What follows belongs to an exercise in optimizing a design on an open flow for small area; a production flow would make more cautious choices.
In this exercise RTL edits were held to simulation tests only and were not proved equivalent to the original.
Power figures rest on the tool's default switching activity, not on a simulated workload.

== run 1 ==
==> flow/design.v <==
module rf_wr_bit (
    input  logic s0,
    input  logic s1,
    input  logic h,
    input  logic d0,
    input  logic d1,
    input  logic v,
    output logic nqNext
);
    assign nqNext = ~((s0 & d0) | (s1 & d1) | (h & v));
endmodule
module rf_sel (
    input  logic a,
    input  logic b,
    output logic y
);
    assign y = a & b;
endmodule
module rf_rd_aoi (
    input  logic [2:0] s,
    input  logic [2:0] d,
    output logic       n
);
    assign n = ~((s[0] & d[0]) | (s[1] & d[1]) | (s[2] & d[2]));
endmodule
module banco_registradores_multiporta (
    input  logic        clk,
    input  logic        reset,
    input  logic        clear,
    input  logic        we0,
    input  logic [4:0]  waddr0,
    input  logic [31:0] wdata0,
    input  logic        we1,
    input  logic [4:0]  waddr1,
    input  logic [31:0] wdata1,
    input  logic [9:0]  raddr,
    output logic [63:0] rdata,
    output logic        busy
);
    logic       clearing;
    logic [4:0] clrCnt;
    always_ff @(posedge clk) begin
        if (reset) begin
            clearing <= 1'b1;
            clrCnt   <= 5'd0;
        end else if (clearing) begin
            clrCnt <= clrCnt + 5'd1;
            if (clrCnt == 5'd31) clearing <= 1'b0;
        end else if (clear) begin
            clearing <= 1'b1;
            clrCnt   <= 5'd0;
        end
    end
    assign busy = clearing;
    logic wr0Ok, wr1Ok, wr0Eff;
    assign wr0Ok  = we0 && (waddr0 != 5'd0) && !clearing;
    assign wr1Ok  = we1 && (waddr1 != 5'd0) && !clearing;
    assign wr0Eff = wr0Ok && !(wr1Ok && (waddr0 == waddr1));
    logic [7:0] w0Hi, w1Hi;
    logic [3:0] w0Lo, w1Lo;
    genvar p;
    generate
        for (p = 0; p < 8; p++) begin : g_whi
            assign w0Hi[p] = wr0Eff && (waddr0[4:2] == 3'(p));
            assign w1Hi[p] = wr1Ok && (waddr1[4:2] == 3'(p));
        end
        for (p = 0; p < 4; p++) begin : g_wlo
            assign w0Lo[p] = (waddr0[1:0] == 2'(p));
            assign w1Lo[p] = (waddr1[1:0] == 2'(p));
        end
    endgenerate
    logic [31:1] sel0, sel1, hold;
    logic [31:0] nq     [1:31];
    logic [31:0] nqNext [1:31];
    logic [31:0] val    [0:32];
    assign val[31] = wdata0;
    assign val[32] = wdata1;
    genvar i, b;
    generate
        for (i = 1; i < 32; i++) begin : g_reg
            logic idle;
            rf_sel u_s1 (.a(w1Hi[i >> 2]), .b(w1Lo[i & 3]), .y(sel1[i]));
            rf_sel u_s0 (.a(w0Hi[i >> 2]), .b(w0Lo[i & 3]), .y(sel0[i]));
            assign idle = !(sel0[i] || sel1[i]);
            rf_sel u_h (.a(!clearing), .b(idle), .y(hold[i]));
            for (b = 0; b < 32; b++) begin : g_bit
                rf_wr_bit u_next (
                    .s0(sel0[i]), .s1(sel1[i]), .h(hold[i]),
                    .d0(wdata0[b]), .d1(wdata1[b]), .v(val[i-1][b]), .nqNext(nqNext[i][b]));
            end
            always_ff @(posedge clk) nq[i] <= nqNext[i];
            assign val[i-1] = ~nq[i];
        end
    endgenerate
    genvar k, g;
    generate
        for (k = 0; k < 2; k++) begin : g_rd
            logic [4:0]  ra;
            logic        raOk, byp1, byp0, bypAny;
            logic [32:0] rsel;
            logic [31:0] grp [0:10];
            assign ra     = raddr[k*5 +: 5];
            logic [7:0] rHi;
            logic [3:0] rLo;
            assign byp1   = wr1Ok && (waddr1 == ra);
            assign byp0   = wr0Eff && (waddr0 == ra);
            assign bypAny = byp1 || byp0;
            assign raOk   = !clearing && !bypAny;
            for (g = 0; g < 8; g++) begin : g_rhi
                assign rHi[g] = raOk && (ra[4:2] == 3'(g));
            end
            for (g = 0; g < 4; g++) begin : g_rlo
                assign rLo[g] = (ra[1:0] == 2'(g));
            end
            for (g = 0; g < 31; g++) begin : g_sel
                rf_sel u_sel (.a(rHi[(g + 1) >> 2]), .b(rLo[(g + 1) & 3]), .y(rsel[g]));
            end
            assign rsel[31] = byp0;
            assign rsel[32] = byp1;
            for (g = 0; g < 11; g++) begin : g_grp
                for (b = 0; b < 32; b++) begin : g_bit
                    rf_rd_aoi u_aoi (
                        .s(rsel[3*g +: 3]), .d({val[3*g+2][b], val[3*g+1][b], val[3*g][b]}),
                        .n(grp[g][b]));
                end
            end
            assign rdata[k*32 +: 32] = ~(grp[0] & grp[1] & grp[2] & grp[3] & grp[4] & grp[5] &
                                         grp[6] & grp[7] & grp[8] & grp[9] & grp[10]);
        end
    endgenerate
endmodule
Settings: LEC_CHECK=0, CAP_MARGIN=20, CELL_PAD_IN_SITES_DETAIL_PLACEMENT=1, CELL_PAD_IN_SITES_GLOBAL_PLACEMENT=1, CORE_MARGIN=2, CORE_UTILIZATION=45, SLEW_MARGIN=20, SYNTH_HIERARCHICAL=1, SYNTH_MINIMUM_KEEP_SIZE=0; clock period 10.0 ns.
standard.sh (not shown) runs the stock make flow with config.mk's settings and CLKGATE_MAP_FILE= SYNTH_SCRIPT=/design/flow/synth_recipe.tcl, a recipe that flattens the netlist after the stock synthesis.
==> flow/flow/run.sh <==
#!/bin/bash
set -euo pipefail
bash standard.sh \
  "BUFFER_PORTS_ARGS=-buffer_cell sky130_fd_sc_hd__buf_1" \
  "CTS_ARGS=-sink_clustering_enable -repair_clock_nets -dont_use_dummy_load -buf_list sky130_fd_sc_hd__clkbuf_4 -sink_clustering_size 8 -sink_clustering_max_diameter 60" \
  finish > standard_sh.log 2>&1
In summary, run 1 completed successfully, with a layout that passed the timing, design-rule and antenna checks.
Relative to run 1, the following input files were edited for run 2:
==> flow/flow/run.sh <==
#!/bin/bash
set -euo pipefail
KNOBS=(
  "BUFFER_PORTS_ARGS=-buffer_cell sky130_fd_sc_hd__buf_1"
  "CTS_ARGS=-sink_clustering_enable -repair_clock_nets -dont_use_dummy_load -buf_list sky130_fd_sc_hd__clkbuf_4 -sink_clustering_size 8 -sink_clustering_max_diameter 60"
)
RES="$PWD/orfs/results/${FLOW_PLATFORM:-sky130hd}/banco_registradores_multiporta/base"
bash standard.sh "${KNOBS[@]}" "$RES/3_3_place_gp.odb" > standard_sh_place.log 2>&1
IN_ODB="$RES/3_3_place_gp.odb" OUT_ODB="$RES/3_3_place_gp.odb" \
  openroad -no_init -exit flow/merge_buffers.tcl > merge_buffers.log 2>&1
bash standard.sh "${KNOBS[@]}" finish > standard_sh.log 2>&1
==> flow/flow/merge_buffers.tcl (new file) <==
# Merge each buf_4 that global placement's repair inserted into the cell that
# drives it: the buffer's loads move onto the driver's net and the driver (an
# and2 select gate or an input port buffer) becomes the drive-4 cell of the
# same function.  The resize step that follows (repair_design) checks and
# fixes slew and capacitance again.
read_db $::env(IN_ODB)
set b [ord::get_db_block]
set db [ord::get_db]
set n 0
foreach inst [$b getInsts] {
  if {[[$inst getMaster] getName] != "sky130_fd_sc_hd__buf_4"} continue
  set inNet [[$inst findITerm A] getNet]
  if {$inNet == "NULL"} continue
  set drv ""
  foreach it [$inNet getITerms] { if {[$it isOutputSignal]} { set drv $it } }
  if {$drv == ""} continue
  set dm [[[$drv getInst] getMaster] getName]
  if {[regexp {^sky130_fd_sc_hd__and2_[0-9]$} $dm]} {
    set nm sky130_fd_sc_hd__and2_4
  } elseif {[regexp {^sky130_fd_sc_hd__(buf_[12]|clkbuf_[12])$} $dm]} {
    set nm sky130_fd_sc_hd__buf_4
  } else { continue }
  set outNet [[$inst findITerm X] getNet]
  if {[llength [$outNet getBTerms]] != 0} continue
  foreach it [$outNet getITerms] {
    if {[$it getInst] == $inst} continue
    $it disconnect
    $it connect $inNet
  }
  odb::dbInst_destroy $inst
  odb::dbNet_destroy $outNet
  [$drv getInst] swapMaster [$db findMaster $nm]
  incr n
}
puts "merged $n buffers"
odb::write_db $db $::env(OUT_ODB)
Notes after the runs:
In the metrics for run 1 and run 2, the one carrying the higher global-route usage is run 1. Run 2 against run 1: minimum period implied by the final worst setup slack went down 0.13 ns, worst setup slack rose 0.13 ns, total power flat. Setup slack after placement (lower): run 1. Register-to-register slack: run 2 worse than run 1. Comparing run 1 and run 2, the lower power density over the cells was measured on run 1. Final area (run 2 over run 1): decrease, about 1.9%. Compare run 1 and run 2 | fraction of standard cell area that is sequential lower: run 1. Run 1 reached the end of the flow, and the finished layout is clean on the timing, design-rule and antenna checks. Run 2 finished end to end and its layout was clean on timing, DRC and antenna. In the tables for run 1 and run 2, non-filler instance count after layout reads higher with run 1. For the combinational share of power, run 2 came in 0.2 points lower than run 1 did.
Setup changes, run 2 to run 3
==> flow/flow/run.sh <==
#!/bin/bash
set -euo pipefail
bash standard.sh \
  "BUFFER_PORTS_ARGS=-buffer_cell sky130_fd_sc_hd__buf_1" \
  "CTS_ARGS=-sink_clustering_enable -repair_clock_nets -dont_use_dummy_load -buf_list sky130_fd_sc_hd__clkbuf_8 -sink_clustering_size 12 -sink_clustering_max_diameter 100" \
  finish > standard_sh.log 2>&1
removed: flow/flow/merge_buffers.tcl
Findings:
More vias were needed by run 3 than by run 2.
Between run 2 and run 3, the flow reports final instance area increasing by a few percent.
Going from run 2 to run 3, highest clock rate picked up an extra about 0.7%, smallest setup slack after layout picked up an extra 0.060 ns, fraction of layout cells with a size suffix above 1 picked up an extra 1.8 points.

* * *

== the previous run ==
Another version of the RTL of banco_registradores_multiporta (not shown whole).
For scale: ~4400 cells after synthesis, about 1000 flip-flops, about 150 I/O pins, about 0.045 sq mm of cells after synthesis.
==> flow/config.mk <==
export PLATFORM = sky130hd
export DESIGN_NAME = banco_registradores_multiporta
export DESIGN_NICKNAME = banco_registradores_multiporta
export VERILOG_FILES = /design/flow/design.v
export SDC_FILE = /design/flow/constraint.sdc
export NUM_CORES = 4
export LEC_CHECK = 0
export CAP_MARGIN = 20
export CELL_PAD_IN_SITES_DETAIL_PLACEMENT = 1
export CELL_PAD_IN_SITES_GLOBAL_PLACEMENT = 1
export CORE_MARGIN = 2
export CORE_UTILIZATION = 30
export SLEW_MARGIN = 20
export SYNTH_HIERARCHICAL = 1
export SYNTH_MINIMUM_KEEP_SIZE = 0
==> flow/constraint.sdc <==
create_clock -name core_clock -period 10.0 [get_ports {clk}]
set_input_delay 2.0000 -clock core_clock [delete_from_list [all_inputs] [get_ports {clk}]]
set_output_delay 2.0000 -clock core_clock [all_outputs]
set_load 0.01 [all_outputs]
run.sh (not shown) runs the stock make flow with config.mk's settings and CLKGATE_MAP_FILE= SYNTH_SCRIPT=/design/flow/synth_recipe.tcl, a recipe that flattens the netlist after the stock synthesis.
Stock flow here: none of the scripts above is used.
The previous run reached the end of the flow, and the finished layout is clean on the timing, design-rule and antenna checks.
> inputs changed (the previous run -> the current run)
# the previous run
export LEC_CHECK = 0
export CAP_MARGIN = 20
export CELL_PAD_IN_SITES_DETAIL_PLACEMENT = 1
export CELL_PAD_IN_SITES_GLOBAL_PLACEMENT = 1
export CORE_MARGIN = 2
export CORE_UTILIZATION = 30
export SLEW_MARGIN = 20
export SYNTH_HIERARCHICAL = 1
export SYNTH_MINIMUM_KEEP_SIZE = 0
create_clock -name core_clock -period 10.0 [get_ports {clk}]
# the current run
export LEC_CHECK = 0
export CAP_MARGIN = 20
export CELL_PAD_IN_SITES_DETAIL_PLACEMENT = 2
export CELL_PAD_IN_SITES_GLOBAL_PLACEMENT = 2
export CORE_MARGIN = 2
export CORE_UTILIZATION = 45
export SLEW_MARGIN = 20
export SYNTH_HIERARCHICAL = 1
export SYNTH_MINIMUM_KEEP_SIZE = 0
create_clock -name core_clock -period 10.0 [get_ports {clk}]
==> flow/flow/run.sh (new file) <==
#!/bin/bash
set -euo pipefail
bash standard.sh \
  "BUFFER_PORTS_ARGS=-buffer_cell sky130_fd_sc_hd__buf_1" \
  "CTS_ARGS=-sink_clustering_enable -repair_clock_nets -dont_use_dummy_load -buf_list sky130_fd_sc_hd__clkbuf_8 -sink_clustering_size 12 -sink_clustering_max_diameter 100" \
  finish > standard_sh.log 2>&1
==> flow/standard.sh (new file) <==
#!/bin/bash
# synth_recipe.tcl (not shown) runs the flow's synth.tcl, then flattens the netlist and writes it again
# the make line also repeats each setting of config.mk as NAME=value (left out here)
make -C /OpenROAD-flow-scripts/flow DESIGN_CONFIG=/design/flow/config.mk WORK_HOME=/design/flow/orfs CLKGATE_MAP_FILE= SYNTH_SCRIPT=/design/flow/synth_recipe.tcl "${@:-finish}"
removed: flow/run.sh
==> run summary <==
- The current run closes out successfully: all stages finished, all timing, DRC and antenna checks passed.
- Per the comparison of the current run with the previous run, number of stages on the worst hold path barely changed, filler cell count dropped 6253, clock power -about 45%, sequential power ~0 delta.

[port drivers added, routing unchanged]
How much do the figures lean on ideal ports? The routed layouts below were timed once more, with nothing changed but the port constraints. Step 1 assumes that a clkbuf_16 drives the clock port and a buf_2 every other input. Step 2 also shifts input and output timing later by t, the mid clock arrival at the registers, as if the neighbouring blocks saw the same clock. Slacks: no drivers / after step 1 / after step 2; pairs: no drivers / after step 1.
| run | t, ns | slack for setup (ns) | worst setup path after step 2 | worst slew at a driven data input, ns |
|---|---|---|---|---|
| run 1 | 1.178 | 1.000 / 0.976 / 0.976 | input to output | 0.18 |
| run 2 | 1.209 | 1.128 / 1.090 / 1.090 | input to output | 0.19 |
| run 3 | 0.862 | 1.189 / 1.162 / 1.162 | input to output | 0.20 |
| the previous run | 0.842 | 0.610 / 0.386 / 0.386 | input to output | 0.22 |
| the current run | 0.881 | 1.260 / 1.020 / 1.020 | input to output | 0.28 |
After both steps every run listed still meets setup and hold. For the current run, which loses most, drivers alone change the setup slack by -0.240 ns; drivers and shift together by -0.240 ns.
